This is an optimization exercise on Yosys and OpenROAD, whose aim is a short achievable clock period and few clock cycles, not a production implementation. Function was checked by simulation only, so behaviour that the tests miss may differ from the original. No run shown here takes its clock network from TritonCTS; it comes from the design's own scripts or RTL. No driver is modelled on the clock port, so clock power and skew are understated where the tree is cut down; a real chip needs a root buffer or a tree. No activity file was given, so power comes from the tool's default toggle rates.

<file path="flow/config.mk">
export PLATFORM = sky130hd
export DESIGN_NAME = dlx_top
export DESIGN_NICKNAME = dlx_top
export VERILOG_FILES = /design/flow/design.v
export SDC_FILE = /design/flow/constraint.sdc
export NUM_CORES = 4
export LEC_CHECK = 0
export CAP_MARGIN = 20
export CORE_MARGIN = 2
export CORE_UTILIZATION = 40
export SETUP_SLACK_MARGIN = 3.5
export SLEW_MARGIN = 20
export SYNTH_HIERARCHICAL = 1
export SYNTH_MINIMUM_KEEP_SIZE = 0
</file>
<file path="flow/constraint.sdc">
create_clock -name core_clock -period 5.5 [get_ports {clk}]
set_input_delay 1.1000 -clock core_clock [delete_from_list [all_inputs] [get_ports {clk}]]
set_output_delay 1.1000 -clock core_clock [all_outputs]
set_load 0.01 [all_outputs]
</file>
<file path="flow/design.v">
`default_nettype none
package dlx_pkg;
    parameter int xlen = 32;
    typedef logic [4:0]      reg_addr_t;
    typedef logic [xlen-1:0] word_t;
    localparam logic [5:0] op_special = 6'h00;
    localparam logic [5:0] op_addi    = 6'h08;
    localparam logic [5:0] op_lw      = 6'h23;
    localparam logic [5:0] op_sw      = 6'h2b;
    localparam logic [5:0] fn_add = 6'h20;
    localparam logic [5:0] fn_sub = 6'h22;
    localparam logic [5:0] fn_and = 6'h24;
    localparam logic [5:0] fn_or  = 6'h25;
    localparam logic [5:0] fn_slt = 6'h2a;
    typedef enum logic [2:0] {
        alu_add,
        alu_sub,
        alu_and,
        alu_or,
        alu_slt
    } alu_op_t;
    typedef enum logic [1:0] {
        from_reg,
        from_mem,
        from_wb
    } fwd_sel_t;
    typedef struct packed {
        logic    reg_write;
        logic    mem_to_reg;
        logic    mem_write;
        logic    use_imm;
        alu_op_t alu_op;
    } ctrl_t;
    typedef struct packed {
        ctrl_t     ctrl;
        word_t     rs1_val;
        word_t     rs2_val;
        word_t     imm;
        reg_addr_t rs1;
        reg_addr_t rs2;
        reg_addr_t rd;
    } id_ex_t;
    typedef struct packed {
        logic      reg_write;
        logic      mem_to_reg;
        logic      mem_write;
        word_t     alu_result;
        word_t     store_data;
        reg_addr_t rd;
    } ex_mem_t;
    typedef struct packed {
        logic      we;
        reg_addr_t rd;
        word_t     value;
    } wb_t;
    typedef struct packed {
        word_t addr;
        word_t wdata;
        logic  we;
    } dmem_req_t;
endpackage
`default_nettype wire
`timescale 1ns/1ps
`default_nettype none
module ks_nand2 (input wire a, input wire b, output wire y);
    assign y = ~(a & b);
endmodule
module ks_nor2 (input wire a, input wire b, output wire y);
    assign y = ~(a | b);
endmodule
module ks_inv (input wire a, output wire y);
    assign y = ~a;
endmodule
module ks_aoi21 (input wire t, input wire c, input wire g, output wire y);
    assign y = ~(g | (t & c));
endmodule
module ks_oai21 (input wire t, input wire c, input wire g, output wire y);
    assign y = ~(g & (t | c));
endmodule
module ks_maj_n (input wire a, input wire b, input wire cin, output wire y);
    assign y = ~((a & b) | (cin & (a | b)));
endmodule
module ks_mux2 (input wire s, input wire d0, input wire d1, output wire y);
    assign y = s ? d1 : d0;
endmodule
module ks_carry (
    input  wire [31:0] a,
    input  wire [31:0] b,
    input  wire        cin,
    output wire [31:0] c
);
    wire [31:0] g [6];
    wire [31:0] t [6];
    ks_maj_n u_g0 (.a(a[0]), .b(b[0]), .cin(cin), .y(g[0][0]));
    assign t[0][0] = 1'b0;
    for (genvar i = 1; i < 32; i++) begin : g_l0
        ks_nand2 u_g (.a(a[i]), .b(b[i]), .y(g[0][i]));
        ks_nor2  u_t (.a(a[i]), .b(b[i]), .y(t[0][i]));
    end
    for (genvar k = 1; k <= 5; k++) begin : g_lvl
        localparam int d = 1 << (k - 1);
        for (genvar i = 0; i < 32; i++) begin : g_bit
            if (i < d) begin : g_done
                ks_inv u_g (.a(g[k-1][i]), .y(g[k][i]));
                assign t[k][i] = 1'b0;
            end else if (k % 2 == 1) begin : g_odd
                ks_oai21 u_g (.t(t[k-1][i]), .c(g[k-1][i-d]), .g(g[k-1][i]), .y(g[k][i]));
                if (i >= 2 * d) begin : g_t
                    ks_nor2 u_t (.a(t[k-1][i]), .b(t[k-1][i-d]), .y(t[k][i]));
                end else begin : g_nt
                    assign t[k][i] = 1'b0;
                end
            end else begin : g_even
                ks_aoi21 u_g (.t(t[k-1][i]), .c(g[k-1][i-d]), .g(g[k-1][i]), .y(g[k][i]));
                if (i >= 2 * d) begin : g_t
                    ks_nand2 u_t (.a(t[k-1][i]), .b(t[k-1][i-d]), .y(t[k][i]));
                end else begin : g_nt
                    assign t[k][i] = 1'b1;
                end
            end
        end
    end
    assign c[0] = cin;
    assign c[31:1] = g[5][30:0];
endmodule
`default_nettype wire
`default_nettype none
module rf_a22oi (input wire a1, input wire a2, input wire b1, input wire b2, output wire y);
    assign y = ~((a1 & a2) | (b1 & b2));
endmodule
module rf_nand4 (input wire a, input wire b, input wire c, input wire d, output wire y);
    assign y = ~(a & b & c & d);
endmodule
module rf_read_bit (
    input  wire [31:1] sel,
    input  wire [31:1] d,
    output wire        y
);
    wire [15:0] l1;
    wire [3:0]  l2;
    wire [1:0]  l3;
    for (genvar j = 0; j < 15; j++) begin : g_l1
        rf_a22oi u (.a1(sel[2*j+1]), .a2(d[2*j+1]), .b1(sel[2*j+2]), .b2(d[2*j+2]), .y(l1[j]));
    end
    ks_nand2 u_l1 (.a(sel[31]), .b(d[31]), .y(l1[15]));
    for (genvar j = 0; j < 4; j++) begin : g_l2
        rf_nand4 u (.a(l1[4*j]), .b(l1[4*j+1]), .c(l1[4*j+2]), .d(l1[4*j+3]), .y(l2[j]));
    end
    ks_nor2  u_l3a (.a(l2[0]), .b(l2[1]), .y(l3[0]));
    ks_nor2  u_l3b (.a(l2[2]), .b(l2[3]), .y(l3[1]));
    ks_nand2 u_l4  (.a(l3[0]), .b(l3[1]), .y(y));
endmodule
`default_nettype wire
`timescale 1ns/1ps
`default_nettype none
module dlx_top (
    input  logic        clk,
    input  logic        rst_n,
    output logic [31:0] imem_addr,
    input  logic [31:0] imem_data,
    output logic [31:0] dmem_addr,
    output logic [31:0] dmem_wdata,
    output logic        dmem_we,
    input  logic [31:0] dmem_rdata
);
    logic [29:0] pc;
    logic [29:0] pc_o;       
    logic        stall;      
    logic        d_wr;       
    logic        d_lw;       
    logic        d_early;    
    logic        d_sw;
    logic        d_r;        
    logic        d_inv;      
    logic        d_arith;    
    logic        d_and;
    logic        d_or;
    logic        d_slt;
    logic [4:0]  d_rs1;
    logic [4:0]  d_rs2;
    logic [4:0]  d_rd;
    logic [31:0] d_imm;
    logic [31:0] rfq_a;      
    logic [31:0] rfq_b;
    logic        d_fa;       
    logic        d_fb;
    logic        d_fs;
    logic        d_mal;      
    logic        d_mbl;
    logic        d_mar;      
    logic        d_mbr;
    logic        d_wa;       
    logic        d_wb;
    logic        d_fsl;      
    logic        e_wr;
    logic        e_lw;
    logic        e_early;
    logic        e_sw;
    logic [4:0]  e_rd;
    logic        e_inv;
    logic        e_arith;
    logic        e_and;
    logic        e_or;
    logic        e_slt;
    logic        e_fsl;      
    logic [31:0] ea;
    logic [31:0] eb;         
    logic [31:0] es;
    logic        m_wr;
    logic        m_lw;
    logic        m_sw;
    logic [4:0]  m_rd;
    logic [31:0] m_res;
    logic [31:0] m_addr;     
    logic [31:0] m_sd;
    logic [31:0] m_val;      
    logic        w_wr;
    logic [4:0]  w_rd;
    logic [31:0] w_val;
    assign imem_addr = {pc_o, 2'b00};
    always_ff @(posedge clk or negedge rst_n) begin
        if (!rst_n) begin
            pc <= '0;
        end else if (!stall) begin
            pc <= pc + 30'd1;
        end
    end
    always_ff @(posedge clk) begin
        if (!rst_n) begin
            pc_o <= '0;
        end else if (!stall) begin
            pc_o <= pc + 30'd1;
        end
    end
    logic [5:0]  f_op;
    logic [5:0]  f_fn;
    logic [4:0]  f_rs1;
    logic [4:0]  f_rs2;
    logic [4:0]  f_rd;
    logic        f_add;
    logic        f_sub;
    logic        f_and;
    logic        f_or;
    logic        f_slt;
    logic        f_r;
    logic        f_addi;
    logic        f_lw;
    logic        f_sw;
    logic        f_wr;
    logic        f_early;
    logic [31:0] r_ir;
    logic        r_valid;
    logic [31:0] r_sel_a;
    logic [31:0] r_sel_b;
    always_ff @(posedge clk) begin
        if (!stall) begin
            r_ir <= imem_data;
            for (int k = 0; k < 32; k++) begin
                r_sel_a[k] <= (imem_data[25:21] == 5'(k));
                r_sel_b[k] <= (imem_data[20:16] == 5'(k));
            end
        end
    end
    always_ff @(posedge clk or negedge rst_n) begin
        if (!rst_n) begin
            r_valid <= 1'b0;
        end else if (!stall) begin
            r_valid <= 1'b1;
        end
    end
    assign f_op   = r_ir[31:26];
    assign f_fn   = r_ir[5:0];
    assign f_rs1  = r_ir[25:21];
    assign f_rs2  = r_ir[20:16];
    assign f_rd   = (f_op == 6'h00) ? r_ir[15:11] : r_ir[20:16];
    assign f_add  = (f_op == 6'h00) && (f_fn == 6'h20);
    assign f_sub  = (f_op == 6'h00) && (f_fn == 6'h22);
    assign f_and  = (f_op == 6'h00) && (f_fn == 6'h24);
    assign f_or   = (f_op == 6'h00) && (f_fn == 6'h25);
    assign f_slt  = (f_op == 6'h00) && (f_fn == 6'h2a);
    assign f_r    = f_add || f_sub || f_and || f_or || f_slt;
    assign f_addi = (f_op == 6'h08);
    assign f_lw   = r_valid && (f_op == 6'h23);
    assign f_sw   = r_valid && (f_op == 6'h2b);
    assign f_wr   = r_valid && (f_r || f_addi || f_lw) && (f_rd != 5'd0);
    assign f_early = f_lw && (f_rs1 == 5'd0) && (f_rd != 5'd0) && !d_lw && !d_sw;
    logic [31:0] rf [32];
    assign rf[0] = '0;
    for (genvar k = 1; k < 32; k++) begin : g_rf
        logic [31:0] q;
        always_ff @(posedge clk) begin
            if (m_wr && (m_rd == 5'(k))) begin
                q <= m_val;
            end
        end
        assign rf[k] = q;
    end
    logic [31:0] f_rf_a;
    logic [31:0] f_rf_b;
    for (genvar i = 0; i < 32; i++) begin : g_rd
        logic [31:1] col;
        for (genvar k = 1; k < 32; k++) begin : g_col
            assign col[k] = rf[k][i];
        end
        rf_read_bit u_a (.sel(r_sel_a[31:1]), .d(col), .y(f_rf_a[i]));
        rf_read_bit u_b (.sel(r_sel_b[31:1]), .d(col), .y(f_rf_b[i]));
    end
    logic [31:0] a_d;
    logic [31:0] b_d;
    always_ff @(posedge clk) begin
        if (!stall) begin
            d_rs1   <= f_rs1;
            d_rs2   <= f_rs2;
            d_rd    <= f_rd;
            d_imm   <= {{16{r_ir[15]}}, r_ir[15:0]};
            d_r     <= f_r;
            d_inv   <= f_sub || f_slt;
            d_arith <= f_add || f_sub || f_addi || (f_lw && !f_early) || f_sw;
            d_and   <= f_and;
            d_or    <= f_or;
            d_slt   <= f_slt;
        end
    end
    always_ff @(posedge clk) begin
        if (!stall) begin
            rfq_a <= f_rf_a;
            rfq_b <= f_rf_b;
            d_fa  <= d_wr && !d_lw && (f_rs1 == d_rd);
            d_fb  <= f_r && d_wr && !d_lw && (f_rs2 == d_rd);
            d_fs  <= d_wr && !d_lw && (f_rs2 == d_rd);
            d_fsl <= d_lw && (f_rs2 == d_rd);
            d_mal <= e_lw && (f_rs1 == e_rd);
            d_mbl <= e_lw && (f_rs2 == e_rd);
            d_mar <= e_wr && !e_lw && (f_rs1 == e_rd);
            d_mbr <= e_wr && !e_lw && (f_rs2 == e_rd);
            d_wa  <= m_wr && (f_rs1 == m_rd);
            d_wb  <= m_wr && (f_rs2 == m_rd);
        end else begin
            rfq_a <= a_d;
            rfq_b <= b_d;
            d_fa  <= 1'b0;
            d_fb  <= 1'b0;
            d_fs  <= 1'b0;
            d_fsl <= 1'b0;
            d_mal <= e_lw && (d_rs1 == e_rd);
            d_mbl <= e_lw && (d_rs2 == e_rd);
            d_mar <= e_wr && !e_lw && (d_rs1 == e_rd);
            d_mbr <= e_wr && !e_lw && (d_rs2 == e_rd);
            d_wa  <= m_wr && (d_rs1 == m_rd);
            d_wb  <= m_wr && (d_rs2 == m_rd);
        end
    end
    always_ff @(posedge clk or negedge rst_n) begin
        if (!rst_n) begin
            stall <= 1'b0;
            d_wr  <= 1'b0;
            d_lw  <= 1'b0;
            d_early <= 1'b0;
            d_sw  <= 1'b0;
        end else if (!stall) begin
            stall <= d_lw && ((((f_r || f_addi || f_lw || f_sw) && (f_rs1 == d_rd))) ||
                              (f_r && (f_rs2 == d_rd)));
            d_wr  <= f_wr;
            d_lw  <= f_lw && (f_rd != 5'd0) && !f_early;
            d_early <= f_early;
            d_sw  <= f_sw;
        end else begin
            stall <= 1'b0;
        end
    end
    assign a_d = d_mal ? dmem_rdata : (d_mar ? m_res : (d_wa ? w_val : rfq_a));
    assign b_d = d_mbl ? dmem_rdata : (d_mbr ? m_res : (d_wb ? w_val : rfq_b));
    logic [31:0] bop_d;
    assign bop_d = d_r ? (b_d ^ {32{d_inv}}) : d_imm;
    logic [31:0] c;
    ks_carry u_carry (
        .a   (ea),
        .b   (eb),
        .cin (e_inv),
        .c   (c)
    );
    logic [31:0] p;
    logic [31:0] lg;
    logic [31:0] r0;     
    logic [31:0] r1;     
    logic [31:0] cs;     
    logic        v0;
    assign p  = ea ^ eb;
    assign lg = ({32{e_and}} & (ea & eb)) | ({32{e_or}} & (ea | eb)) |
                ({32{e_early}} & dmem_rdata);
    assign v0 = e_arith ? (p[0] ^ e_inv) : lg[0];
    always_comb begin
        r0 = e_arith ? p : lg;
        r1 = e_arith ? ~p : lg;
        r0[0] = e_slt ? (p[31] | ea[31]) : v0;
        r1[0] = e_slt ? (!p[31] && ea[31]) : v0;
    end
    assign cs = {c[31:1], c[31]};
    logic [31:0] za0;
    logic [31:0] za1;
    logic [31:0] zb0;
    logic [31:0] zb1;
    logic [31:0] zs0;
    logic [31:0] zs1;
    assign za0 = d_fa ? r0 : a_d;
    assign za1 = d_fa ? r1 : a_d;
    assign zb0 = d_fb ? (r0 ^ {32{d_inv}}) : bop_d;
    assign zb1 = d_fb ? (r1 ^ {32{d_inv}}) : bop_d;
    assign zs0 = d_fs ? r0 : b_d;
    assign zs1 = d_fs ? r1 : b_d;
    logic [31:0] y;
    logic [31:0] ea_n;
    logic [31:0] eb_n;
    logic [31:0] es_n;
    logic [31:0] addr_n;
    logic [31:0] zm0;
    logic [31:0] zm1;
    assign zm0 = d_early ? d_imm : r0;
    assign zm1 = d_early ? d_imm : r1;
    for (genvar i = 0; i < 32; i++) begin : g_sel
        ks_mux2 u_y (.s(cs[i]), .d0(r0[i]),  .d1(r1[i]),  .y(y[i]));
        ks_mux2 u_a (.s(cs[i]), .d0(za0[i]), .d1(za1[i]), .y(ea_n[i]));
        ks_mux2 u_b (.s(cs[i]), .d0(zb0[i]), .d1(zb1[i]), .y(eb_n[i]));
        ks_mux2 u_s (.s(cs[i]), .d0(zs0[i]), .d1(zs1[i]), .y(es_n[i]));
        ks_mux2 u_m (.s(cs[i]), .d0(zm0[i]), .d1(zm1[i]), .y(addr_n[i]));
    end
    always_ff @(posedge clk) begin
        ea      <= ea_n;
        eb      <= eb_n;
        es      <= es_n;
        e_rd    <= d_rd;
        e_inv   <= d_inv;
        e_arith <= d_arith;
        e_and   <= d_and;
        e_or    <= d_or;
        e_slt   <= d_slt;
        e_fsl   <= d_fsl;
    end
    always_ff @(posedge clk or negedge rst_n) begin
        if (!rst_n) begin
            e_wr <= 1'b0;
            e_lw <= 1'b0;
            e_early <= 1'b0;
            e_sw <= 1'b0;
        end else begin
            e_wr <= d_wr && !stall;
            e_lw <= d_lw && !stall;
            e_early <= d_early && !stall;
            e_sw <= d_sw && !stall;
        end
    end
    assign m_val = m_lw ? dmem_rdata : m_res;
    always_ff @(posedge clk) begin
        m_addr <= addr_n;
        m_rd  <= e_rd;
        m_sd  <= e_fsl ? dmem_rdata : es;
        w_rd  <= m_rd;
        w_val <= m_val;
    end
    always_ff @(posedge clk or negedge rst_n) begin
        if (!rst_n) begin
            m_wr <= 1'b0;
            m_lw <= 1'b0;
            w_wr <= 1'b0;
            m_res <= '0;
        end else begin
            m_wr <= e_wr;
            m_lw <= e_lw;
            w_wr <= m_wr;
            m_res <= y;
        end
    end
    always_ff @(posedge clk) begin
        m_sw <= rst_n && e_sw;
    end
    assign dmem_addr  = m_addr;
    assign dmem_wdata = m_sd;
    assign dmem_we    = m_sw;
endmodule
`default_nettype wire
</file>
<file path="flow/flow/run.sh">
#!/bin/bash
# The standard layout, with the clock tree built by flow/mycts.tcl (a
# balanced two-level tree: four roots on the clock port, one leaf buffer
# per group of flip-flops) in place of TritonCTS. If the routed layout is
# left with an antenna violation, the layout is made once more with the
# cells spread a little more.
set -euo pipefail
W=$(pwd)
args=("PRE_CTS_TCL=$W/flow/mycts.tcl" MYCTS_STRIPS=8 MYCTS_SLICES=8)
bash standard.sh "${args[@]}" finish > "$W/standard.log" 2>&1
R=$W/orfs/results/sky130hd/dlx_top/base
printf 'read_db %s\nputs "ANTENNAS [check_antennas]"\n' "$R/6_final.odb" > "$W/antcheck.tcl"
n=$(openroad -no_init -exit "$W/antcheck.tcl" 2>&1 | tee "$W/antcheck.log" | sed -n 's/^ANTENNAS //p')
if [[ "$n" != "0" ]]; then
  mv "$W/orfs" "$W/orfs_try1"
  rm -f "$W/out/final.def"
  bash standard.sh "${args[@]}" PLACE_DENSITY_LB_ADDON=0.05 finish > "$W/standard2.log" 2>&1
fi
</file>
<file path="flow/flow/mycts.tcl">
# Clock tree built here in place of TritonCTS: the flip-flops are split into
# compact groups of about equal size (strips in x, then slices in y), each
# group gets a clkbuf_16 at its centre, and the groups are split into four
# quadrants, each with a clkbuf_16 root driven straight from the clock port.
# Every flip-flop sees the same two buffers, so the tree is balanced.

proc clock_tree_synthesis {args} {
  set block [ord::get_db_block]
  set db [ord::get_db]
  set master [$db findMaster sky130_fd_sc_hd__clkbuf_16]
  set clk_net [$block findNet clk]
  set nstrip $::env(MYCTS_STRIPS)
  set nslice $::env(MYCTS_SLICES)

  # sinks: every instance pin on the clock net
  set sinks {}
  foreach it [$clk_net getITerms] {
    set inst [$it getInst]
    set bb [$inst getBBox]
    set x [expr {([$bb xMin] + [$bb xMax]) / 2}]
    set y [expr {([$bb yMin] + [$bb yMax]) / 2}]
    lappend sinks [list $x $y $it]
  }
  set n [llength $sinks]
  puts "mycts: $n sinks, $nstrip x $nslice groups"

  # strips in x of equal count, then slices in y of equal count
  set sorted [lsort -integer -index 0 $sinks]
  set groups {}
  for {set s 0} {$s < $nstrip} {incr s} {
    set lo [expr {($s * $n) / $nstrip}]
    set hi [expr {(($s + 1) * $n) / $nstrip - 1}]
    set strip [lsort -integer -index 1 [lrange $sorted $lo $hi]]
    set m [llength $strip]
    for {set t 0} {$t < $nslice} {incr t} {
      set lo2 [expr {($t * $m) / $nslice}]
      set hi2 [expr {(($t + 1) * $m) / $nslice - 1}]
      lappend groups [list $s $t [lrange $strip $lo2 $hi2]]
    }
  }

  # leaf buffers
  set leaves {}
  set k 0
  foreach g $groups {
    lassign $g s t members
    set sx 0; set sy 0
    foreach mbr $members { set sx [expr {$sx + [lindex $mbr 0]}]; set sy [expr {$sy + [lindex $mbr 1]}] }
    set cx [expr {$sx / [llength $members]}]
    set cy [expr {$sy / [llength $members]}]
    set inst [odb::dbInst_create $block $master "mycts_leaf_$k"]
    $inst setLocation [expr {$cx - 2000}] [expr {$cy - 1360}]
    $inst setPlacementStatus PLACED
    set net [odb::dbNet_create $block "mycts_leaf_net_$k"]
    $net setSigType CLOCK
    [$inst findITerm X] connect $net
    foreach mbr $members {
      set it [lindex $mbr 2]
      $it disconnect
      $it connect $net
    }
    lappend leaves [list $s $t $cx $cy $inst]
    incr k
  }

  # four roots, one per quadrant of groups
  set hs [expr {$nstrip / 2}]
  set ht [expr {$nslice / 2}]
  for {set q 0} {$q < 4} {incr q} {
    set mine {}
    foreach l $leaves {
      lassign $l s t cx cy inst
      set qs [expr {$s >= $hs}]
      set qt [expr {$t >= $ht}]
      if {[expr {$qs * 2 + $qt}] == $q} { lappend mine $l }
    }
    set sx 0; set sy 0
    foreach l $mine { set sx [expr {$sx + [lindex $l 2]}]; set sy [expr {$sy + [lindex $l 3]}] }
    set cx [expr {$sx / [llength $mine]}]
    set cy [expr {$sy / [llength $mine]}]
    set root [odb::dbInst_create $block $master "mycts_root_$q"]
    $root setLocation [expr {$cx - 2000}] [expr {$cy - 1360}]
    $root setPlacementStatus PLACED
    set net [odb::dbNet_create $block "mycts_root_net_$q"]
    $net setSigType CLOCK
    [$root findITerm X] connect $net
    [$root findITerm A] connect $clk_net
    foreach l $mine { [[lindex $l 4] findITerm A] connect $net }
    puts "mycts: root $q drives [llength $mine] leaves"
  }
  $clk_net setSigType CLOCK
  global_connect
  set_propagated_clock [all_clocks]
}
</file>
<file path="flow/standard.sh">
#!/bin/bash
# synth_recipe.tcl (not shown) runs the flow's synth.tcl, then flattens the netlist and writes it again
# the make line also repeats each setting of config.mk as NAME=value (left out here)
make -C /OpenROAD-flow-scripts/flow DESIGN_CONFIG=/design/flow/config.mk WORK_HOME=/design/flow/orfs CLKGATE_MAP_FILE= SYNTH_SCRIPT=/design/flow/synth_recipe.tcl "${@:-finish}"
</file>
==> results of run 1 <==
## power groups by stage
stage,Sequential (mW),Clock (mW),Combinational [mW]
final,13.9,5.70,8.83
after global routing,14.0,6.07,9.25
after CTS,13.8,5.71,7.99
after detailed placement,14.0,0,6.97
after global placement,14.0,0,6.90
after floorplan,13.9,0,4.70
## placed cells by master, fill, tap and decap left out, types with 24 or more instances in the layout
master,count
a211oi_1,45
a21oi_1,250
a21oi_2,71
a22oi_2,960
buf_12,66
buf_2,30
buf_4,120
buf_6,146
buf_8,27
clkbuf_16,77
clkdlybuf4s50_1,24
dfrtp_1,59
dfxtp_1,184
dfxtp_2,104
dfxtp_4,25
edfxtp_1,1123
ha_1,63
inv_1,161
mux2_2,37
mux2_4,192
mux2i_1,107
nand2_1,284
nand2_2,55
nand2_4,36
nand2b_1,24
nand4_1,265
nor2_1,300
nor2_2,69
nor2_4,157
nor2b_1,56
nor3_1,31
nor4_1,59
o21ai_0,84
o21ai_1,35
o21ai_2,32
o21ai_4,31
o31a_1,31
or2_2,32
xnor2_1,47
xor2_1,38
## repair_timing
item,4_1_cts,5_1_grt
endpoints found under the setup margin,2454,1503
gates resized for setup,1115,637
pin swaps,59,252
cloned,9,13
setup buffers,92,81
## flip-flops by register name, summed over array words and instances, names as in the netlist, 5 cells and up
signal	count
d_imm	16
d_rd	5
d_rs1	5
d_rs2	5
e_rd	5
ea	32
eb	32
es	32
g_rf.q	992
m_addr	32
m_rd	5
m_res	32
m_sd	32
pc	30
pc_o	30
r_ir	32
r_sel_a	31
r_sel_b	31
rfq_a	32
rfq_b	32
w_val	32
## metrics by stage
step            util  hold WS, ps  setup slack, ps
2_1_floorplan      -          310             3200
3_3_place_gp   0.432          314             2430
3_5_place_dp   0.432          314             2400
4_1_cts        0.460          332             3250
5_1_grt        0.476          348             3330
6_report       0.476          332             3330
## final timing paths
| check | startpoint | endpoint | depth (start not counted) |
|---|---|---|---|
| min in group asynchronous | rst_n | d_wr$_DFFE_PN0N_ | 1 |
| min | d_fsl$_SDFF_PP0_ | e_fsl$_DFF_P_ | 0 |
| max | r_sel_a[1]$_DFFE_PN_ | rfq_a[22]$_DFF_P_ | 7 |
| max in group asynchronous | rst_n | d_early$_DFFE_PN0N_ | 2 |
| min reg2reg | d_fsl$_SDFF_PP0_ | e_fsl$_DFF_P_ | 0 |
| max reg2reg | r_sel_a[1]$_DFFE_PN_ | rfq_a[22]$_DFF_P_ | 7 |
## routing by layer
layer / vias up / routed length, um
met3: 578 / 24000
li1: 22300 / -
met1: 27100 / 109000
met2: 2611 / 120000
met5: - / 0
met4: 0 / 11400
## layout make-up
type / count / area [um^2]
diodes: 5 / 12.5
flip-flops and latches: 1510 / 42100
plain buffers: 68 / 1700
fillers: 15700 / 94500
repair inverters: 1 / 8.76
multi-input cells: 3667 / 32800
well taps: 2370 / 2970
inverters: 172 / 684
repair buffers: 469 / 5570
==> results.sh, run 1 <==
export IMPL_status="no timing/DRC/antenna violations"
export IMPL_vias=52500
export IMPL_relSlewSlack=0.349
export IMPL_finalSetupViolations=0
export IMPL_gr_usage_met3=0.0525
export IMPL_drive_gt1_frac=0.423
export IMPL_path_class="reg -> reg"
export IMPL_grt_overflow=0
export IMPL_routedWlPerCell_um=31.9
export IMPL_worst_pin_slew_ps=977
export IMPL_grt_pass1_vias=51400
export IMPL_path_delay_family="simple AND/OR/NAND/NOR gates"
export IMPL_crit_fanout=8
export IMPL_fmax_ghz=0.460
export IMPL_syn2layout_area_growth_pct=18.5
export IMPL_finalPower_mw=28.4
export IMPL_min_period_ps=2170
export IMPL_p_int_mw=19.2
export IMPL_period_share=0.395
export IMPL_power_density_mw_per_mm2=331
export IMPL_p_sw_frac=0.326
export IMPL_critPathArrivalTime_ps=2620
export IMPL_top_usage_layer="met2"
export IMPL_place_area_mm2=0.0780
export IMPL_switching_power_mw=9.25
export IMPL_maxCapViolations=0
export IMPL_routabilityCongestion=0.912
export IMPL_die_h_um=430
export IMPL_port_buffers=160
export IMPL_antenna_found_initial=3
export IMPL_clkSlewWorstSetupHoldPaths_ps=110
export IMPL_leakage_nw=29.0
export IMPL_drt_pass1_iterations=6
export IMPL_viasPerCell=6.36
export IMPL_synthCells=5533
export IMPL_slowest_stage="edfxtp_1"
export IMPL_hold_viol=0
export IMPL_track_usage=0.269
export IMPL_fin_tns_setup_ps=0
export IMPL_final_cell_area_mm2=0.0859
export IMPL_crit_top_cell="nor2_4"
export IMPL_synth_area_mm2=0.0725
export IMPL_start_util=0.402
export IMPL_dp_cells=7994
export IMPL_clk_insertion_delay_late_ps=570
export IMPL_fp_dieArea_mm2=0.185
export IMPL_ioPinCount=163
export IMPL_die_w_um=430
export IMPL_worst_path_buf_inv=1
export IMPL_slowest_delay_ps=500
export IMPL_critPathRequiredTime_ps=5950
export IMPL_nNetsFinal=6020
export IMPL_pwr_share_clk=0.201
export IMPL_grt_max_degree=70
export IMPL_endpoint_kind="flip-flop"
export IMPL_worstSetupStartpointType="flip-flop"
export IMPL_core_area_mm2=0.180
export IMPL_min_path_type="reg -> reg"
export IMPL_use_met2=0.424
export IMPL_drtIter0Drc=5869
export IMPL_wirelength_um=264000
export IMPL_yosysWarnings=9
export IMPL_fp_row_count=156
export IMPL_dp_hpwl_um=154000
export IMPL_final_cells=8262
export IMPL_rsz0062_at_grt="yes"
export IMPL_seq_power_share=0.489
export IMPL_slew_viol_final=0
export IMPL_pwr_share_comb=0.311
export IMPL_ant_nets=0
export IMPL_drcViolationCount=0
export IMPL_holdBufCountCts=0
export IMPL_r2r_setup_slack_ps=3330
export IMPL_syn_mean_instance_area_um2=13.1
export IMPL_skew_ps=63.1
export IMPL_grt_pass1_wl_um=366000
export IMPL_vdd_ir_drop_max_mv=0.328
export IMPL_path_cells="clkbuf_16, a22oi_2, nand4_1, nor2_4, nand2_2, nor2_4, a21oi_1"
export IMPL_use_met1=0.370
Testbench counts, summed over its fixed seeds: cycles 24,878.
==> run 2: changes to the inputs <==
--- a/flow/design.v
+++ b/flow/design.v
@@ -151,6 +151,54 @@
     ks_nand2 u_l4  (.a(l3[0]), .b(l3[1]), .y(y));
 endmodule
 `default_nettype wire
+`default_nettype none
+module ks_mux2i (input wire s, input wire d0, input wire d1, output wire y);
+    assign y = ~(s ? d1 : d0);
+endmodule
+module ks_maj_p (input wire an, input wire bn, input wire cin, output wire y);
+    assign y = (~an & ~bn) | (cin & (~an | ~bn));
+endmodule
+module ks_carry_n (
+    input  wire [31:0] an,
+    input  wire [31:0] bn,
+    input  wire        cin,
+    output wire [31:0] cn
+);
+    wire [31:0] g [6];
+    wire [31:0] t [6];
+    ks_maj_p u_g0 (.an(an[0]), .bn(bn[0]), .cin(cin), .y(g[0][0]));
+    assign t[0][0] = 1'b0;
+    for (genvar i = 1; i < 32; i++) begin : g_l0
+        ks_nor2  u_g (.a(an[i]), .b(bn[i]), .y(g[0][i]));
+        ks_nand2 u_t (.a(an[i]), .b(bn[i]), .y(t[0][i]));
+    end
+    for (genvar k = 1; k <= 5; k++) begin : g_lvl
+        localparam int d = 1 << (k - 1);
+        for (genvar i = 0; i < 32; i++) begin : g_bit
+            if (i < d) begin : g_done
+                ks_inv u_g (.a(g[k-1][i]), .y(g[k][i]));
+                assign t[k][i] = 1'b0;
+            end else if (k % 2 == 1) begin : g_odd
+                ks_aoi21 u_g (.t(t[k-1][i]), .c(g[k-1][i-d]), .g(g[k-1][i]), .y(g[k][i]));
+                if (i >= 2 * d) begin : g_t
+                    ks_nand2 u_t (.a(t[k-1][i]), .b(t[k-1][i-d]), .y(t[k][i]));
+                end else begin : g_nt
+                    assign t[k][i] = 1'b1;
+                end
+            end else begin : g_even
+                ks_oai21 u_g (.t(t[k-1][i]), .c(g[k-1][i-d]), .g(g[k-1][i]), .y(g[k][i]));
+                if (i >= 2 * d) begin : g_t
+                    ks_nor2 u_t (.a(t[k-1][i]), .b(t[k-1][i-d]), .y(t[k][i]));
+                end else begin : g_nt
+                    assign t[k][i] = 1'b0;
+                end
+            end
+        end
+    end
+    assign cn[0] = ~cin;
+    assign cn[31:1] = g[5][30:0];
+endmodule
+`default_nettype wire
 `timescale 1ns/1ps
 `default_nettype none
 module dlx_top (
@@ -203,8 +251,8 @@
     logic        e_or;
     logic        e_slt;
     logic        e_fsl;      
-    logic [31:0] ea;
-    logic [31:0] eb;         
+    logic [31:0] ean;        
+    logic [31:0] ebn;        
     logic [31:0] es;
     logic        m_wr;
     logic        m_lw;
@@ -315,7 +363,7 @@
             d_imm   <= {{16{r_ir[15]}}, r_ir[15:0]};
             d_r     <= f_r;
             d_inv   <= f_sub || f_slt;
-            d_arith <= f_add || f_sub || f_addi || (f_lw && !f_early) || f_sw;
+            d_arith <= f_add || f_sub || f_addi || f_lw || f_sw;
             d_and   <= f_and;
             d_or    <= f_or;
             d_slt   <= f_slt;
@@ -372,12 +420,16 @@
     assign b_d = d_mbl ? dmem_rdata : (d_mbr ? m_res : (d_wb ? w_val : rfq_b));
     logic [31:0] bop_d;
     assign bop_d = d_r ? (b_d ^ {32{d_inv}}) : d_imm;
-    logic [31:0] c;
-    ks_carry u_carry (
-        .a   (ea),
-        .b   (eb),
+    logic [31:0] ea;
+    logic [31:0] eb;
+    logic [31:0] cn;
+    assign ea = ~ean;
+    assign eb = ~ebn;
+    ks_carry_n u_carry (
+        .an  (ean),
+        .bn  (ebn),
         .cin (e_inv),
-        .c   (c)
+        .cn  (cn)
     );
     logic [31:0] p;
     logic [31:0] lg;
@@ -385,17 +437,20 @@
     logic [31:0] r1;     
     logic [31:0] cs;     
     logic        v0;
-    assign p  = ea ^ eb;
-    assign lg = ({32{e_and}} & (ea & eb)) | ({32{e_or}} & (ea | eb)) |
-                ({32{e_early}} & dmem_rdata);
+    assign p  = ean ^ ebn;
+    assign lg = ({32{e_and}} & (ea & eb)) | ({32{e_or}} & (ea | eb));
     assign v0 = e_arith ? (p[0] ^ e_inv) : lg[0];
     always_comb begin
         r0 = e_arith ? p : lg;
         r1 = e_arith ? ~p : lg;
         r0[0] = e_slt ? (p[31] | ea[31]) : v0;
         r1[0] = e_slt ? (!p[31] && ea[31]) : v0;
+        if (e_early) begin
+            r0 = dmem_rdata;
+            r1 = dmem_rdata;
+        end
     end
-    assign cs = {c[31:1], c[31]};
+    assign cs = {cn[31:1], cn[31]};
     logic [31:0] za0;
     logic [31:0] za1;
     logic [31:0] zb0;
@@ -409,8 +464,8 @@
     assign zs0 = d_fs ? r0 : b_d;
     assign zs1 = d_fs ? r1 : b_d;
     logic [31:0] y;
-    logic [31:0] ea_n;
-    logic [31:0] eb_n;
+    logic [31:0] ea_n;       
+    logic [31:0] eb_n;       
     logic [31:0] es_n;
     logic [31:0] addr_n;
     logic [31:0] zm0;
@@ -418,15 +473,15 @@
     assign zm0 = d_early ? d_imm : r0;
     assign zm1 = d_early ? d_imm : r1;
     for (genvar i = 0; i < 32; i++) begin : g_sel
-        ks_mux2 u_y (.s(cs[i]), .d0(r0[i]),  .d1(r1[i]),  .y(y[i]));
-        ks_mux2 u_a (.s(cs[i]), .d0(za0[i]), .d1(za1[i]), .y(ea_n[i]));
-        ks_mux2 u_b (.s(cs[i]), .d0(zb0[i]), .d1(zb1[i]), .y(eb_n[i]));
-        ks_mux2 u_s (.s(cs[i]), .d0(zs0[i]), .d1(zs1[i]), .y(es_n[i]));
-        ks_mux2 u_m (.s(cs[i]), .d0(zm0[i]), .d1(zm1[i]), .y(addr_n[i]));
+        ks_mux2  u_y (.s(cs[i]), .d0(r1[i]),  .d1(r0[i]),  .y(y[i]));
+        ks_mux2i u_a (.s(cs[i]), .d0(za1[i]), .d1(za0[i]), .y(ea_n[i]));
+        ks_mux2i u_b (.s(cs[i]), .d0(zb1[i]), .d1(zb0[i]), .y(eb_n[i]));
+        ks_mux2  u_s (.s(cs[i]), .d0(zs1[i]), .d1(zs0[i]), .y(es_n[i]));
+        ks_mux2  u_m (.s(cs[i]), .d0(zm1[i]), .d1(zm0[i]), .y(addr_n[i]));
     end
     always_ff @(posedge clk) begin
-        ea      <= ea_n;
-        eb      <= eb_n;
+        ean     <= ea_n;
+        ebn     <= eb_n;
         es      <= es_n;
         e_rd    <= d_rd;
         e_inv   <= d_inv;
==> flow/flow/run.sh (replaced) <==
#!/bin/bash
# The standard layout, with the clock tree built by flow/mycts.tcl (a
# balanced two-level tree: four roots on the clock port, one leaf buffer
# per group of flip-flops) in place of TritonCTS.
set -euo pipefail
W=$(pwd)
bash standard.sh "PRE_CTS_TCL=$W/flow/mycts.tcl" MYCTS_STRIPS=8 MYCTS_SLICES=8 finish > "$W/standard.log" 2>&1
==> run 2 against run 1 <==
Effect of this change:
- the layout now fails its checks (antenna rules)
- largest power group unchanged
- synthesized area is 0.20% higher
- global-route usage is 1.5 points higher
- clock skew is 2.8 ps higher
- critical endpoint is now dmem_addr[15]
- highest routed layer is now met5
- largest cell class unchanged
==> results.sh, run 2 <==
export IMPL_status="complete, but fails checks"
export IMPL_so_violations="antenna rules"
export IMPL_fin_tns_setup_ps=0
export IMPL_path_delay_family="flip-flops"
export IMPL_rsz0062_at_grt="yes"
export IMPL_fp_row_count=156
export IMPL_die_h_um=430
export IMPL_clk_insertion_delay_late_ps=570
export IMPL_largest_register_ffs=992
export IMPL_die_w_um=430
export IMPL_ant_nets=1
export IMPL_port_buffers=160
export IMPL_drive_gt1_frac=0.401
export IMPL_final_common_cell="edfxtp_1"
export IMPL_track_usage=0.285
export IMPL_syn2layout_area_growth_pct=17.9
export IMPL_fmax_ghz=0.460
export IMPL_fill_cells=15800
export IMPL_final_cell_area_mm2=0.0856
export IMPL_routedWlPerCell_um=33.3
export IMPL_endpoint_kind="output pin"
export IMPL_critPathRequiredTime_ps=4400
export IMPL_start_util=0.402
export IMPL_maxCapViolations=0
export IMPL_min_to="e_fsl$_DFF_P_"
export IMPL_dp_cells=8028
export IMPL_layout_common_cells="edfxtp_1 (1123), a22oi_2 (992), nor2_1 (393)"
export IMPL_nNetsFinal=6164
export IMPL_viasPerCell=6.39
export IMPL_hold_slack_ps=330
export IMPL_drt_pass1_iterations=8
export IMPL_reg2reg_from="d_wb$_DFF_P_"
export IMPL_place_area_mm2=0.0779
export IMPL_min_path_type="reg -> reg"
export IMPL_path_class="reg -> out"
export IMPL_yosysWarnings=9
export IMPL_r2r_cells=8
export IMPL_worstReg2RegEnd="es[0]$_DFF_P_"
export IMPL_wirelength_um=280000
export IMPL_skew_ps=66.0
export IMPL_fin_ws_ps=3330
export IMPL_fin_util=0.474
export IMPL_routabilityCongestion=0.934
export IMPL_worst_pin_slew_ps=1000
export IMPL_drtIter0Drc=6428
export IMPL_crit_fanout=1
export IMPL_syn_mean_instance_area_um2=13.1
export IMPL_relSlewSlack=0.330
export IMPL_pre_cts_slack_ps=2440
export IMPL_antenna_found_initial=26
export IMPL_slowest_delay_ps=390
export IMPL_worstSetupStartpointType="flip-flop"
export IMPL_leakage_nw=29.0
export IMPL_synthCells=5554
export IMPL_drcViolationCount=0
export IMPL_ioPinCount=163
export IMPL_min_period_ps=2170
export IMPL_grt_overflow=0
export IMPL_r2r_setup_slack_ps=3360
export IMPL_finalPower_mw=28.1
export IMPL_path_cells="buf_6"
export IMPL_whs_path_depth=0
export IMPL_slew_viol_final=0
export IMPL_fp_dieArea_mm2=0.185
export IMPL_period_share=0.395
export IMPL_critPathArrivalTime_ps=1070
export IMPL_synth_area_mm2=0.0726
export IMPL_grt_pass1_vias=51500
export IMPL_vdd_ir_drop_max_mv=0.352
export IMPL_worst_path_buf_inv=1
export IMPL_clkSlewWorstSetupHoldPaths_ps=120
export IMPL_finalSetupViolations=0
export IMPL_grt_pass1_wl_um=380000
export IMPL_slowest_stage="dfxtp_4"
export IMPL_core_area_mm2=0.181
export IMPL_grt_max_degree=97
export IMPL_dp_hpwl_um=167000
export IMPL_final_cells=8417
export IMPL_top_register="g_rf.q"
export IMPL_hold_viol=0
export IMPL_hold_start="d_fsl$_SDFF_PP0_"
export IMPL_vias=53800
export IMPL_power_density_mw_per_mm2=328
## run 2: area by class of cell
cell class / instances / area [um^2] / share of cell area
timing repair inverter: 1 / 8.76 / 0.000102
inverter: 183 / 754 / 0.00881
tap: 2370 / 2970 / 0.0346
buffer: 68 / 1700 / 0.0199
sequential: 1510 / 42100 / 0.491
timing repair buffer: 591 / 6350 / 0.0741
antenna: 18 / 45.0 / 0.000526
multi-input combinational: 3676 / 31800 / 0.371
## run 2: what timing repair did
action | CTS | global route
gates resized for setup | 1034 | 433
pin swaps | 95 | 176
hold buffers | 0 | 0
gates cloned | 9 | 10
setup endpoints to repair | 2507 | 631
setup buffers | 147 | 137
## run 2: routing by layer
| layer | wire length, um | global-route usage | vias up |
|---|---|---|---|
| li1 | - | - | 22500 |
| met1 | 110000 | 0.379 | 27600 |
| met2 | 122000 | 0.438 | 3051 |
| met3 | 30100 | 0.0648 | 690 |
| met4 | 17600 | 0.141 | 10 |
| met5 | 54 | 0 | - |
## run 2: worst max path at each step
stage / startpoint / endpoint / slack [ps] / cells past startpoint
after detailed placement: imem_data[22] / r_sel_a[8]$_DFFE_PN_ / 2440 / 3
after CTS: m_addr[13]$_DFF_P_ / dmem_addr[13] / 3310 / 1
after global routing: d_wb$_DFF_P_ / es[0]$_DFF_P_ / 3330 / 8
final: m_addr[15]$_DFF_P_ / dmem_addr[15] / 3330 / 1
after floorplan: m_rd[3]$_DFF_P_ / g_rf[24].q[0]$_DFFE_PP_ / 3310 / 4
after global placement: stall$_DFF_PN0_ / rfq_b[27]$_DFF_P_ / 1920 / 4
## run 2: where the power goes
group          internal, mW  switching (mW)  leakage (nW)  total, mW
combinational          3.62            4.89          13.9       8.51
clock                  2.20            3.52         0.838       5.71
sequential             13.2           0.679          14.3       13.9
Testbench counts of run 2, summed over its fixed seeds: cycles 24,878.
==> run 3: changes to the inputs <==
--- a/flow/design.v
+++ b/flow/design.v
@@ -162,8 +162,10 @@
     input  wire [31:0] an,
     input  wire [31:0] bn,
     input  wire        cin,
-    output wire [31:0] cn
+    output wire [31:0] cn,
+    output wire [31:0] cn2
 );
+    wire [31:0] g5b;
     wire [31:0] g [6];
     wire [31:0] t [6];
     ks_maj_p u_g0 (.an(an[0]), .bn(bn[0]), .cin(cin), .y(g[0][0]));
@@ -177,9 +179,15 @@
         for (genvar i = 0; i < 32; i++) begin : g_bit
             if (i < d) begin : g_done
                 ks_inv u_g (.a(g[k-1][i]), .y(g[k][i]));
+                if (k == 5) begin : g_dup
+                    ks_inv u_g2 (.a(g[k-1][i]), .y(g5b[i]));
+                end
                 assign t[k][i] = 1'b0;
             end else if (k % 2 == 1) begin : g_odd
                 ks_aoi21 u_g (.t(t[k-1][i]), .c(g[k-1][i-d]), .g(g[k-1][i]), .y(g[k][i]));
+                if (k == 5) begin : g_dup
+                    ks_aoi21 u_g2 (.t(t[k-1][i]), .c(g[k-1][i-d]), .g(g[k-1][i]), .y(g5b[i]));
+                end
                 if (i >= 2 * d) begin : g_t
                     ks_nand2 u_t (.a(t[k-1][i]), .b(t[k-1][i-d]), .y(t[k][i]));
                 end else begin : g_nt
@@ -197,6 +205,8 @@
     end
     assign cn[0] = ~cin;
     assign cn[31:1] = g[5][30:0];
+    assign cn2[0] = ~cin;
+    assign cn2[31:1] = g5b[30:0];
 endmodule
 `default_nettype wire
 `timescale 1ns/1ps
@@ -258,6 +268,7 @@
     logic        m_lw;
     logic        m_sw;
     logic [4:0]  m_rd;
+    logic [31:1] m_wen;      
     logic [31:0] m_res;
     logic [31:0] m_addr;     
     logic [31:0] m_sd;
@@ -337,7 +348,7 @@
     for (genvar k = 1; k < 32; k++) begin : g_rf
         logic [31:0] q;
         always_ff @(posedge clk) begin
-            if (m_wr && (m_rd == 5'(k))) begin
+            if (m_wen[k]) begin
                 q <= m_val;
             end
         end
@@ -423,13 +434,15 @@
     logic [31:0] ea;
     logic [31:0] eb;
     logic [31:0] cn;
+    logic [31:0] cn2;
     assign ea = ~ean;
     assign eb = ~ebn;
     ks_carry_n u_carry (
         .an  (ean),
         .bn  (ebn),
         .cin (e_inv),
-        .cn  (cn)
+        .cn  (cn),
+        .cn2 (cn2)
     );
     logic [31:0] p;
     logic [31:0] lg;
@@ -451,6 +464,8 @@
         end
     end
     assign cs = {cn[31:1], cn[31]};
+    logic [31:0] cs2;
+    assign cs2 = {cn2[31:1], cn2[31]};
     logic [31:0] za0;
     logic [31:0] za1;
     logic [31:0] zb0;
@@ -473,11 +488,11 @@
     assign zm0 = d_early ? d_imm : r0;
     assign zm1 = d_early ? d_imm : r1;
     for (genvar i = 0; i < 32; i++) begin : g_sel
-        ks_mux2  u_y (.s(cs[i]), .d0(r1[i]),  .d1(r0[i]),  .y(y[i]));
+        ks_mux2  u_y (.s(cs2[i]), .d0(r1[i]),  .d1(r0[i]),  .y(y[i]));
         ks_mux2i u_a (.s(cs[i]), .d0(za1[i]), .d1(za0[i]), .y(ea_n[i]));
         ks_mux2i u_b (.s(cs[i]), .d0(zb1[i]), .d1(zb0[i]), .y(eb_n[i]));
-        ks_mux2  u_s (.s(cs[i]), .d0(zs1[i]), .d1(zs0[i]), .y(es_n[i]));
-        ks_mux2  u_m (.s(cs[i]), .d0(zm1[i]), .d1(zm0[i]), .y(addr_n[i]));
+        ks_mux2  u_s (.s(cs2[i]), .d0(zs1[i]), .d1(zs0[i]), .y(es_n[i]));
+        ks_mux2  u_m (.s(cs2[i]), .d0(zm1[i]), .d1(zm0[i]), .y(addr_n[i]));
     end
     always_ff @(posedge clk) begin
         ean     <= ea_n;
@@ -508,6 +523,9 @@
     always_ff @(posedge clk) begin
         m_addr <= addr_n;
         m_rd  <= e_rd;
+        for (int k = 1; k < 32; k++) begin
+            m_wen[k] <= e_wr && (e_rd == 5'(k));
+        end
         m_sd  <= e_fsl ? dmem_rdata : es;
         w_rd  <= m_rd;
         w_val <= m_val;
==> run 3 against run 2 <==
Effect of this change:
- sequential cell count is 31 higher
- register-to-register slack lost 30 ps
- clock skew fell by 4.5 ps
- sequential share of layout area is 1.2 points higher
- final area fell by 0.92%
- die area is 1.1% higher
- now clean on timing, DRC and antenna
- clock power grew 0.7%
==> results.sh, run 3 <==
export IMPL_crit_fanout=1
export IMPL_ant_nets=0
export IMPL_path_delay_family="flip-flops"
export IMPL_port_buffers=160
export IMPL_antenna_found_initial=14
export IMPL_maxCapViolations=0
export IMPL_worst_pin_slew_ps=1040
export IMPL_routedWlPerCell_um=33.1
export IMPL_drive_gt1_frac=0.380
export IMPL_clkSlewWorstSetupHoldPaths_ps=120
export IMPL_nNetsFinal=6102
export IMPL_min_period_ps=2170
export IMPL_viasPerCell=6.40
export IMPL_worst_path_buf_inv=1
export IMPL_wirelength_um=277000
export IMPL_layout_common_cells="edfxtp_1 (1123), a22oi_2 (981), nor2_1 (443)"
export IMPL_fin_tns_setup_ps=0
export IMPL_skew_ps=61.5
export IMPL_clk_insertion_delay_late_ps=570
export IMPL_track_usage=0.279
export IMPL_relSlewSlack=0.310
export IMPL_status="no timing/DRC/antenna violations"
export IMPL_slew_viol_final=0
export IMPL_syn_mean_instance_area_um2=13.1
export IMPL_slowest_delay_ps=380
export IMPL_syn2layout_area_growth_pct=15.5
export IMPL_synthCells=5627
export IMPL_finalPower_mw=28.7
export IMPL_drtIter0Drc=6261
export IMPL_drt_pass1_iterations=6
export IMPL_die_h_um=432
export IMPL_yosysWarnings=9
export IMPL_largest_register_ffs=992
export IMPL_fp_dieArea_mm2=0.187
export IMPL_fmax_ghz=0.461
export IMPL_ioPinCount=163
export IMPL_start_util=0.402
export IMPL_path_cells="buf_6"
export IMPL_slowest_stage="dfxtp_4"
export IMPL_critPathRequiredTime_ps=4400
export IMPL_fp_row_count=157
export IMPL_period_share=0.395
export IMPL_vdd_ir_drop_max_mv=0.360
export IMPL_final_common_cell="edfxtp_1"
export IMPL_grt_pass1_wl_um=376000
export IMPL_vias=53600
export IMPL_grt_pass1_vias=51300
export IMPL_holdBufCountCts=0
export IMPL_finalSetupViolations=0
export IMPL_dp_hpwl_um=161000
export IMPL_critPathArrivalTime_ps=1070
export IMPL_die_w_um=432
export IMPL_drcViolationCount=0
export IMPL_min_path_type="reg -> reg"
export IMPL_grt_max_degree=96
export IMPL_core_area_mm2=0.183
export IMPL_rsz0062_at_grt="yes"
export IMPL_power_density_mw_per_mm2=338
export IMPL_synth_area_mm2=0.0734
export IMPL_worstSetupStartpointType="flip-flop"
export IMPL_hold_viol=0
export IMPL_top_register="g_rf.q"
export IMPL_leakage_nw=28.7
export IMPL_grt_overflow=0
export IMPL_endpoint_kind="output pin"
export IMPL_routabilityCongestion=0.936
export IMPL_path_class="reg -> out"
==> run 3: cell type report <==
type                       count  area (um^2)
timing repair inverter         1         8.76
inverter                     196          831
timing repair buffer         448         4930
multi-input combinational   3713        31600
sequential                  1541        42700
fill                       16100        97800
antenna                       11         27.5
buffer                        68         1700
tap                         2385         2980
==> run 3: path summary, 6_finish.rpt <==
path,from,endpoint,slack [ps],cells after the start
max reg2reg,r_sel_a[7]$_DFFE_PN_,rfq_a[17]$_DFF_P_,3330,8
max in group asynchronous,rst_n,m_wr$_DFF_PN0_,4010,2
min,d_and$_DFFE_PN_,e_and$_DFF_P_,300,0
max,m_addr[29]$_DFF_P_,dmem_addr[29],3330,1
min in group asynchronous,rst_n,e_sw$_DFF_PN0_,570,1
min reg2reg,d_and$_DFFE_PN_,e_and$_DFF_P_,300,0
==> run 3: routing by layer <==
layer  share of wire  wire [um]  GRT usage  vias up
li1                -          -          -    22400
met1            0.40     112000      0.385    27600
met2            0.44     123000      0.435     2883
met3            0.10      27800     0.0473      644
met4           0.053      14600      0.116       10
met5         0.00023         64          0        -
==> run 3: timing repair <==
| item | 4_1_cts | 5_1_grt |
|---|---|---|
| gates cloned | 10 | 11 |
| gates resized for setup | 1013 | 429 |
| buffers inserted | 64 | 86 |
| pin swaps | 61 | 141 |
| setup endpoints to repair | 1535 | 649 |
==> run 3: stage by stage <==
stage | utilization | instances | hold slack [ps] | setup slack, ps | instance area, um^2
6_report | 0.464 | 8363 | 304 | 3330 | 84900
5_1_grt | 0.464 | 8353 | 325 | 3310 | 84800
4_1_cts | 0.452 | 8255 | 310 | 3310 | 82500
3_5_place_dp | 0.429 | 8113 | 318 | 2420 | 78300
3_3_place_gp | 0.429 | 8112 | 313 | 1990 | 78300
2_1_floorplan | - | 5628 | 310 | 3510 | 73500
==> run 3: power by group <==
group / leakage [nW] / internal (mW) / switching [mW]
Combinational: 13.3 / 3.59 / 5.30
Sequential: 14.6 / 13.4 / 0.661
Clock: 0.838 / 2.20 / 3.55
Total: 28.7 / 19.2 / 9.51
Testbench counts of run 3, summed over its fixed seeds: cycles 24,878.
==> run 4: changes to the inputs <==
--- a/flow/design.v
+++ b/flow/design.v
@@ -345,11 +345,17 @@
     assign f_early = f_lw && (f_rs1 == 5'd0) && (f_rd != 5'd0) && !d_lw && !d_sw;
     logic [31:0] rf [32];
     assign rf[0] = '0;
+    logic [31:0] m_wd [4];
+    for (genvar j = 0; j < 4; j++) begin : g_wd
+        for (genvar i = 0; i < 32; i++) begin : g_bit
+            ks_mux2 u_wd (.s(m_lw), .d0(m_res[i]), .d1(dmem_rdata[i]), .y(m_wd[j][i]));
+        end
+    end
     for (genvar k = 1; k < 32; k++) begin : g_rf
         logic [31:0] q;
         always_ff @(posedge clk) begin
             if (m_wen[k]) begin
-                q <= m_val;
+                q <= m_wd[k / 8];
             end
         end
         assign rf[k] = q;
==> flow/flow/run.sh (replaced) <==
#!/bin/bash
# The standard layout, with the clock tree built by flow/mycts.tcl (a
# balanced two-level tree: four roots on the clock port, one leaf buffer
# per group of flip-flops) in place of TritonCTS. If the routed layout is
# left with an antenna violation, the layout is made once more with the
# cells spread a little more.
set -euo pipefail
W=$(pwd)
args=("PRE_CTS_TCL=$W/flow/mycts.tcl" MYCTS_STRIPS=8 MYCTS_SLICES=8)
bash standard.sh "${args[@]}" finish > "$W/standard.log" 2>&1
R=$W/orfs/results/sky130hd/dlx_top/base
printf 'read_db %s\nputs "ANTENNAS [check_antennas]"\n' "$R/6_final.odb" > "$W/antcheck.tcl"
n=$(openroad -no_init -exit "$W/antcheck.tcl" 2>&1 | tee "$W/antcheck.log" | sed -n 's/^ANTENNAS //p')
if [[ "$n" != "0" ]]; then
  mv "$W/orfs" "$W/orfs_try1"
  rm -f "$W/out/final.def"
  bash standard.sh "${args[@]}" PLACE_DENSITY_LB_ADDON=0.05 finish > "$W/standard2.log" 2>&1
fi
==> run 4 against run 3 <==
Effect of this change:
- still clean on timing, DRC and antenna
- global-route usage is 0.46 points higher
- worst hold slack better by 29 ps
- sequential share of layout area is 1.1 points lower
- critical path type is now reg -> reg
- synthesized area is 2.6% higher
- highest routed layer unchanged
- cell count is 2.7% higher
- die area is 2.6% higher
- largest cell class unchanged
==> results.sh, run 4 <==
export IMPL_status="no timing/DRC/antenna violations"
export IMPL_fp_dieArea_mm2=0.192
export IMPL_crit_start="ebn[0]$_DFF_P_"
export IMPL_reg2reg_from="ebn[0]$_DFF_P_"
export IMPL_slew_viol_final=0
export IMPL_synth_area_mm2=0.0754
export IMPL_die_w_um=438
export IMPL_die_h_um=438
export IMPL_drtIter0Drc=6033
export IMPL_finalSetupViolations=0
export IMPL_ant_nets=0
export IMPL_port_buffers=160
export IMPL_skew_ps=71.3
export IMPL_worst_pin_slew_ps=1090
export IMPL_grt_pass1_vias=52600
export IMPL_critPathArrivalTime_ps=2670
export IMPL_dp_hpwl_um=177000
export IMPL_fmax_ghz=0.453
export IMPL_worstSetupStartpointType="flip-flop"
export IMPL_multi_input_comb_area_mm2=0.0335
export IMPL_r2r_cells=9
export IMPL_place_area_mm2=0.0806
export IMPL_grt_max_degree=115
export IMPL_fill_cells=16700
export IMPL_hold_slack_ps=333
export IMPL_rsz0062_at_grt="yes"
export IMPL_slowest_stage="dfxtp_2"
export IMPL_start_util=0.402
export IMPL_seqCellArea_mm2=0.0428
export IMPL_drcViolationCount=0
export IMPL_antenna_found_initial=10
export IMPL_largest_register_ffs=992
export IMPL_viasPerCell=6.28
export IMPL_crit_fanout=3
export IMPL_final_cell_area_mm2=0.0868
export IMPL_vias=54000
export IMPL_min_path_type="reg -> reg"
export IMPL_syn_mean_instance_area_um2=13.1
export IMPL_whs_path_depth=0
export IMPL_min_period_ps=2210
export IMPL_relSlewSlack=0.274
export IMPL_vdd_ir_drop_max_mv=0.307
export IMPL_ioPinCount=163
export IMPL_critPathRequiredTime_ps=5960
export IMPL_fp_row_count=159
export IMPL_track_usage=0.284
export IMPL_maxCapViolations=0
export IMPL_hold_start="d_fsl$_SDFF_PP0_"
export IMPL_period_share=0.401
export IMPL_grt_overflow=0
export IMPL_fin_tns_setup_ps=0
export IMPL_layout_common_cells="edfxtp_1 (1123), a22oi_2 (981), nor2_1 (442)"
export IMPL_syn2layout_area_growth_pct=15.2
export IMPL_crit_top_cell="a21oi_4"
export IMPL_core_area_mm2=0.187
export IMPL_leakage_nw=29.4
export IMPL_clk_insertion_delay_late_ps=580
export IMPL_power_density_mw_per_mm2=333
export IMPL_path_cells="inv_2, maj3_2, a21oi_4, o21ai_2, a21oi_2, clkinvlp_4, buf_6, a21oi_4, mux2_4"
export IMPL_routedWlPerCell_um=33.1
export IMPL_grt_pass1_wl_um=392000
export IMPL_clkSlewWorstSetupHoldPaths_ps=100
export IMPL_wirelength_um=284000
export IMPL_drive_gt1_frac=0.401
export IMPL_slowest_delay_ps=370
export IMPL_hold_viol=0
export IMPL_drt_pass1_iterations=6
export IMPL_path_class="reg -> reg"
export IMPL_nNetsFinal=6229
export IMPL_endpoint_kind="flip-flop"
export IMPL_yosysWarnings=11
export IMPL_synthCells=5755
export IMPL_top_register="g_rf.q"
export IMPL_routabilityCongestion=0.938
export IMPL_final_common_cell="edfxtp_1"
==> run 4: cell types whose count changed in the layout (fill, tap and decap cells not counted), sizes merged <==
| cell | before | now |
|---|---|---|
| mux2 | 200 | 326 |
| dlygate4sd2 | 34 | 3 |
| buf | 374 | 393 |
| clkdlybuf4s15 | 0 | 15 |
| diode | 11 | 3 |
| clkdlybuf4s50 | 22 | 27 |
| clkbuf | 80 | 77 |
| dlymetal6s2s | 4 | 1 |
| nor2 | 580 | 578 |
| clkdlybuf4s18 | 0 | 1 |
==> run 4: repair_timing <==
item | 4_1_cts | 5_1_grt
pin swaps | 120 | 178
cloned | 11 | 4
setup buffers | 85 | 45
hold buffers | 0 | 0
setup endpoints to repair | 1454 | 338
gates resized for setup | 1102 | 366
==> run 4: metrics by stage <==
| stage | power [mW] | utilization | setup WS [ps] | cells |
|---|---|---|---|---|
| after CTS | 28.1 | 0.455 | 3270 | 8540 |
| final | 28.9 | 0.463 | 3290 | 8592 |
| after global routing | 29.9 | 0.463 | 3260 | 8589 |
| after floorplan | 18.8 | - | 2900 | 5756 |
| after detailed placement | 21.5 | 0.430 | 2190 | 8376 |
| after global placement | 21.5 | 0.430 | 2120 | 8375 |
==> run 4: where the power goes <==
group	internal [mW]	leakage, nW	switching (mW)	total, mW
registers	13.4	14.5	0.731	14.2
logic	3.70	14.0	5.34	9.04
clock network	2.19	0.838	3.53	5.72
total	19.3	29.4	9.60	28.9
==> run 4: layout make-up <==
| type | count | area share |
|---|---|---|
| inverters | 196 | 0.00928 |
| diodes | 3 | 0.0000865 |
| flip-flops and latches | 1541 | 0.493 |
| repair inverters | 1 | 0.000101 |
| well taps | 2495 | 0.0360 |
| repair buffers | 451 | 0.0567 |
| plain buffers | 68 | 0.0196 |
| multi-input cells | 3837 | 0.386 |
==> run 4: path summary, 6_finish.rpt <==
path | to | slack, ps
min | e_fsl$_DFF_P_ | 330
max in group asynchronous | m_res[31]$_DFF_PN0_ | 4080
max | es[24]$_DFF_P_ | 3290
max reg2reg | es[24]$_DFF_P_ | 3290
min in group asynchronous | e_wr$_DFF_PN0_ | 620
min reg2reg | e_fsl$_DFF_P_ | 330
==> run 4: worst max-delay path: cells and delay by family, from the launching register on <==
family / cells / cell delay (ps)
flops: 1 / 370
compound gates: 4 / 730
buf+inv: 3 / 310
fa+ha+maj: 1 / 360
mux: 1 / 330
==> run 4: metal layers <==
| layer | vias to the layer above | part of all wire | GRT usage |
|---|---|---|---|
| li1 | 22900 | - | - |
| met2 | 2875 | 0.45 | 0.448 |
| met3 | 655 | 0.088 | 0.0498 |
| met4 | 6 | 0.072 | 0.160 |
| met5 | - | 0.00017 | 0 |
| met1 | 27500 | 0.39 | 0.369 |
Testbench counts of run 4, summed over its fixed seeds: cycles 24,878.

## separate check: timing with driven ports
No port has a modelled driver above. Below, the same layouts with a new extraction and two added sets of constraints.
Step 1, drivers: a clkbuf_16 drives clk and a buf_2 each remaining input, both assumed.
Step 2, shift: input delay + t, output delay - t, t = (earliest + latest rising clock arrival at the registers) / 2. This alone moves slack from input paths to output paths.
Slacks: ideal / step 1 / step 2; pairs: ideal / step 1.
| run | t, ns | setup slack, ns | worst hold slack (ns) | worst data-port slew with drivers (ns) | cell pins on the clock port's net |
|---|---|---|---|---|---|
| run 1 | 0.706 | 3.328 / 3.166 / 2.914 | 0.332 / 0.332 / 0.332 | 0.28 | 4 |
| run 2 | 0.710 | 3.327 / 3.151 / 2.839 | 0.330 / 0.330 / 0.330 | 0.12 | 4 |
| run 3 | 0.712 | 3.329 / 3.160 / 2.919 | 0.304 / 0.305 / 0.305 | 0.11 | 4 |
| run 4 | 0.734 | 3.294 / 3.122 / 2.827 | 0.333 / 0.333 / 0.333 | 0.12 | 4 |
The setup slack of run 2, which loses most, moves by -0.176 ns with the drivers and by -0.488 ns with both steps.
